From an optimization exercise on the open Yosys and OpenROAD flow, aimed at small area; shortcuts taken in it are not production practice. Function was checked by simulation only, so behaviour that the tests miss may differ from the original. The clock port is modelled as an ideal driver; clocking choices that lean on that would not hold on a real chip. No activity file was given, so power comes from the tool's default toggle rates.

==> flow/design.v (excerpt) <==
module face_erode #(
   parameter logic [11:0] H_DISP = 12'd480,
   parameter logic [11:0] V_DISP = 12'd272
) (
   input  logic        clk,
   input  logic        rst,
   input  logic        face_hsync,
   input  logic        face_vsync,
   input  logic [7:0]  face_data,
   input  logic        face_de,
   output logic        ero_hsync,
   output logic        ero_vsync,
   output logic [7:0]  ero_data,
   output logic        ero_de
);
==> flow/config.mk <==
export PLATFORM = sky130hd
export DESIGN_NAME = face_erode
export DESIGN_NICKNAME = face_erode
export VERILOG_FILES = /design/flow/design.v
export SDC_FILE = /design/flow/constraint.sdc
export NUM_CORES = 4
export LEC_CHECK = 0
export ABC_AREA = 1
export CAP_MARGIN = 0
export CORE_MARGIN = 2
export CORE_UTILIZATION = 70
export PLACE_DENSITY = 0.8
export SLEW_MARGIN = 0
==> flow/constraint.sdc <==
create_clock -name core_clock -period 8.0 [get_ports {clk}]
set_input_delay 1.6000 -clock core_clock [delete_from_list [all_inputs] [get_ports {clk}]]
set_output_delay 1.6000 -clock core_clock [all_outputs]
set_load 0.01 [all_outputs]
standard.sh (not shown) runs the stock make flow with config.mk's settings and CLKGATE_MAP_FILE= SYNTH_SCRIPT=/design/flow/synth_recipe.tcl, a recipe that flattens the netlist after the stock synthesis.
==> flow/flow/run.sh <==
#!/bin/bash
# Standard layout, with CTS told not to add dummy loads, port buffers of the
# smallest buffer, and leaf clock buffers sized down to a clock-pin slew target
# after CTS (flow/leaf_size.tcl). Each tool's output goes to its own log here
# and under orfs/logs.
set -euo pipefail
export CTS_ARGS="-sink_clustering_enable -repair_clock_nets -dont_use_dummy_load -sink_clustering_size 22 -sink_clustering_max_diameter 35 -buf_list {sky130_fd_sc_hd__clkbuf_8}"
export BUFFER_PORTS_ARGS="-buffer_cell sky130_fd_sc_hd__buf_1"
export POST_CTS_TCL="$PWD/flow/leaf_size.tcl"
export LEAF_SLEW_TARGET_PS=110
bash standard.sh finish > standard_finish.log 2>&1
Other scripts of this flow, unchanged in this note and not shown: flow/flow/leaf_size.tcl
Rerun with:
--- a/flow/flow/run.sh
+++ b/flow/flow/run.sh
@@ -7 +7 @@
-export CTS_ARGS="-sink_clustering_enable -repair_clock_nets -dont_use_dummy_load -sink_clustering_size 22 -sink_clustering_max_diameter 35 -buf_list {sky130_fd_sc_hd__clkbuf_8}"
+export CTS_ARGS="-sink_clustering_enable -repair_clock_nets -dont_use_dummy_load -sink_clustering_size 28 -sink_clustering_max_diameter 45 -buf_list {sky130_fd_sc_hd__clkbuf_8}"
What happened: Cell count is lower by 1.7%. Combinational power barely changes. Sequential power barely changes. Count of clock-buffer cells in the layout goes down by 28. Global-route usage is higher by 0.21 points. Clock power stays flat. Worst setup slack degrades by 0.065 ns. Wire length rises by about 1.4%.


Another version of the RTL of face_erode (not shown whole).
For scale: ~920 cells after synthesis, roughly 780 flip-flops, about 24 I/O pins, roughly 24000 um^2 of cells after synthesis.
==> flow/config.mk <==
export PLATFORM = sky130hd
export DESIGN_NAME = face_erode
export DESIGN_NICKNAME = face_erode
export VERILOG_FILES = /design/flow/design.v
export SDC_FILE = /design/flow/constraint.sdc
export NUM_CORES = 4
export LEC_CHECK = 0
export CAP_MARGIN = 0
export CORE_MARGIN = 2
export CORE_UTILIZATION = 70
export PLACE_DENSITY = 0.8
export SLEW_MARGIN = 0
==> flow/constraint.sdc <==
create_clock -name core_clock -period 8.0 [get_ports {clk}]
set_input_delay 1.6000 -clock core_clock [delete_from_list [all_inputs] [get_ports {clk}]]
set_output_delay 1.6000 -clock core_clock [all_outputs]
set_load 0.01 [all_outputs]
==> flow/flow/run.sh <==
#!/bin/bash
# Standard layout, with CTS told not to add dummy loads, port buffers of the
# smallest buffer, and leaf clock buffers sized down to a clock-pin slew target
# after CTS (flow/leaf_size.tcl). Each tool's output goes to its own log here
# and under orfs/logs.
set -euo pipefail
export CTS_ARGS="-sink_clustering_enable -repair_clock_nets -dont_use_dummy_load -sink_clustering_size 22 -sink_clustering_max_diameter 35 -buf_list {sky130_fd_sc_hd__clkbuf_8}"
export BUFFER_PORTS_ARGS="-buffer_cell sky130_fd_sc_hd__buf_1"
export POST_CTS_TCL="$PWD/flow/leaf_size.tcl"
export LEAF_SLEW_TARGET_PS=116
bash standard.sh finish > standard_finish.log 2>&1
Other scripts of this flow, unchanged in this note and not shown: flow/flow/leaf_size.tcl
Next try:
- ABC_AREA: not set -> 1
Worst hold slack is better by 43 ps; total power goes down by 0.84%; count of clock-buffer cells in the layout goes down by 3; synthesized area is about the same; first-iteration DRC count goes up by 8.0%; register-to-register slack is better by 480 ps; cell area hardly moves; combinational power goes down by about 2%.


== north ==
Another version of the RTL of face_erode (not shown whole).
Size in the first run: roughly 950 cells after synthesis, ~780 flip-flops, roughly 24 I/O pins, about 24,000 sq um of cells after synthesis.
export LEC_CHECK = 0
export ABC_AREA = 1
export CAP_MARGIN = 20
export CORE_MARGIN = 2
export CORE_UTILIZATION = 70
export CTS_BUF_LIST = sky130_fd_sc_hd__clkbuf_8 sky130_fd_sc_hd__clkbuf_16
export CTS_CLUSTER_DIAMETER = 50
export CTS_CLUSTER_SIZE = 30
export PLACE_DENSITY = 0.8
export SLEW_MARGIN = 20
create_clock -name core_clock -period 8.0 [get_ports {clk}]
run.sh (not shown) runs the stock make flow with config.mk's settings and CLKGATE_MAP_FILE= SYNTH_SCRIPT=/design/flow/synth_recipe.tcl, a recipe that flattens the netlist after the stock synthesis.
Stock flow here: none of the scripts above is used.
north reached the end of the flow, and the finished layout is clean on the timing, DRC and antenna checks.
The following lists how south was set up differently from north:
Settings: removing CTS_BUF_LIST (formerly sky130_fd_sc_hd__clkbuf_8 sky130_fd_sc_hd__clkbuf_16); removing CTS_CLUSTER_SIZE (formerly 30); removing CTS_CLUSTER_DIAMETER (formerly 50); changing SLEW_MARGIN from 20 to 0; changing CAP_MARGIN from 20 to 0.
==> flow/flow/run.sh (new file) <==
#!/bin/bash
# Standard layout, with CTS told not to add dummy loads and port buffers of the
# smallest buffer. Each tool's output goes to its own log here and under orfs/logs.
set -euo pipefail
export CTS_ARGS="-sink_clustering_enable -repair_clock_nets -dont_use_dummy_load -sink_clustering_size 16 -sink_clustering_max_diameter 30 -buf_list {sky130_fd_sc_hd__clkbuf_4 sky130_fd_sc_hd__clkbuf_8}"
export BUFFER_PORTS_ARGS="-buffer_cell sky130_fd_sc_hd__buf_1"
bash standard.sh finish > standard_finish.log 2>&1
==> flow/standard.sh (new file) <==
#!/bin/bash
# synth_recipe.tcl (not shown) runs the flow's synth.tcl, then flattens the netlist and writes it again
# the make line also repeats each setting of config.mk as NAME=value (left out here)
make -C /OpenROAD-flow-scripts/flow DESIGN_CONFIG=/design/flow/config.mk WORK_HOME=/design/flow/orfs CLKGATE_MAP_FILE= SYNTH_SCRIPT=/design/flow/synth_recipe.tcl "${@:-finish}"
removed: flow/run.sh
[summary]
Looking at combinational group share of total power across south and north, the one that comes out higher is north. The met2 track demand over resource number comes out lower for south vs north. Comparing south and north, the higher overall power consumption is on north. Non-filler instance count after layout: south > north.
Input changes introduced in east (baseline for comparison: south):
Settings: clearing PLACE_DENSITY, which used to be 0.8; swapping 0 for 20 in CAP_MARGIN; clearing ABC_AREA, which used to be 1; swapping 70 for 40 in CORE_UTILIZATION; swapping 0 for 20 in SLEW_MARGIN.
==> flow/run.sh (new file) <==
#!/bin/bash
# synth_recipe.tcl (not shown) runs the flow's synth.tcl, then flattens the netlist and writes it again
# the make line also repeats each setting of config.mk as NAME=value (left out here)
make -C /OpenROAD-flow-scripts/flow DESIGN_CONFIG=/design/flow/config.mk WORK_HOME=/design/flow/orfs CLKGATE_MAP_FILE= SYNTH_SCRIPT=/design/flow/synth_recipe.tcl finish
removed: flow/flow/run.sh
removed: flow/standard.sh
Notes after the runs:
On worst-case clock buffer depth, south and east are neck and neck.
The final reports for east and south show placed instance count higher in the former.
The via count reported for east is higher than the one for south.
east vs. south: global routing met1 resource utilization now sits lower; synthesized cell count now sits higher; H-tree level count neither gained nor lost much; xor/xnor cell area share of the yosys netlist flat.
NOTE: reg-to-reg setup timing slack in east falls short of that of south
Compared with south, east ends up with more cell area.
Input-level comparison between west and east:
Settings: setting ABC_AREA to 1 for the first time; changing CAP_MARGIN from 20 to 0; setting PLACE_DENSITY to 0.8 for the first time; changing SLEW_MARGIN from 20 to 0; changing CORE_UTILIZATION from 40 to 70.
==> flow/flow/run.sh (new file) <==
#!/bin/bash
# Standard layout, with CTS told not to add dummy loads and port buffers of the
# smallest buffer. Each tool's output goes to its own log here and under orfs/logs.
set -euo pipefail
export CTS_ARGS="-sink_clustering_enable -repair_clock_nets -dont_use_dummy_load -sink_clustering_size 25 -sink_clustering_max_diameter 40 -buf_list {sky130_fd_sc_hd__clkbuf_8}"
export BUFFER_PORTS_ARGS="-buffer_cell sky130_fd_sc_hd__buf_1"
bash standard.sh finish > standard_finish.log 2>&1
==> flow/standard.sh (new file) <==
#!/bin/bash
# synth_recipe.tcl (not shown) runs the flow's synth.tcl, then flattens the netlist and writes it again
# the make line also repeats each setting of config.mk as NAME=value (left out here)
make -C /OpenROAD-flow-scripts/flow DESIGN_CONFIG=/design/flow/config.mk WORK_HOME=/design/flow/orfs CLKGATE_MAP_FILE= SYNTH_SCRIPT=/design/flow/synth_recipe.tcl "${@:-finish}"
removed: flow/run.sh
### Flow results
- Measured against west, the total power of east comes out at 1.17 times the reference value.
- east has a higher floorplan row count than west.
- Relative to east, the die area of west is lower by 43%.
- Layout multi-input combinational cell count | west below east
- Post-route standard cell area excluding fillers ends up higher on east.
- Run comparison: east slowest stage cell on the critical path sky130_fd_sc_hd__nor4_1; west slowest stage cell on the critical path sky130_fd_sc_hd__buf_4
- | non-clock buffer count | west vs east | 6.5% lower |
- Diff east -> west | buffering overhead | decrease of 0.69 points
Modified inputs, middle compared to west
==> flow/flow/run.sh <==
#!/bin/bash
# Standard layout, with CTS told not to add dummy loads and port buffers of the
# smallest buffer. Each tool's output goes to its own log here and under orfs/logs.
set -euo pipefail
export CTS_ARGS="-sink_clustering_enable -repair_clock_nets -dont_use_dummy_load -sink_clustering_size 22 -sink_clustering_max_diameter 35 -buf_list {sky130_fd_sc_hd__clkbuf_8}"
export BUFFER_PORTS_ARGS="-buffer_cell sky130_fd_sc_hd__buf_1"
bash standard.sh finish > standard_finish.log 2>&1
Results
- Per the comparison of middle with west, transition at the pin with the smallest max-transition slack climbed 0.028 ns, clock-buffer cell count climbed 16, fraction of the cycle the final worst path needs climbed 0.17 points, routed wire length climbed 260 um, fraction of area in multi-input gates barely changed.
- Fmax went down slightly going from west to middle.
- middle gives more leakage component of the power than west did.
- Compared with west, middle instantiates a larger number of cells.
- middle vs. west: non-clock buffer count stayed essentially flat; worst setup slack fell by 0.013 ns; clock period minus final worst setup slack rose by 0.013 ns.

## what the ideal ports hide
The flow's constraints put no driver on any port. The routed layouts listed below were extracted and timed again, unchanged, in two steps. Step 1 assumes that a clkbuf_16 drives the clock port and a buf_2 every other input. Step 2 also shifts input and output timing later by t, the mid clock arrival at the registers, as if the neighbouring blocks saw the same clock. Three values: ideal, step 1, step 2; two values: the first two.
run	t (ns)	slack for setup (ns)	worst slew at a driven data input, ns	pins driven straight from the clock port
the first run of note 1	0.596	1.436 / 1.436 / 1.436	0.05	1
the second run of note 1	0.609	1.371 / 1.371 / 1.371	0.05	1
the first run of note 2	0.637	3.638 / 3.638 / 3.164	0.05	1
the second run of note 2	0.641	4.113 / 4.113 / 3.785	0.03	1
north	0.625	3.711 / 3.740 / 3.115	0.04	1
south	0.675	3.802 / 3.822 / 3.147	0.05	1
east	0.645	3.050 / 3.066 / 2.421	0.07	1
west	0.643	3.812 / 3.834 / 3.191	0.04	1
middle	0.640	3.798 / 3.817 / 3.177	0.04	1
After both steps setup and hold are still met in every run listed. The setup slack of south, which loses most, moves by +0.020 ns with the drivers and by -0.655 ns with both steps.
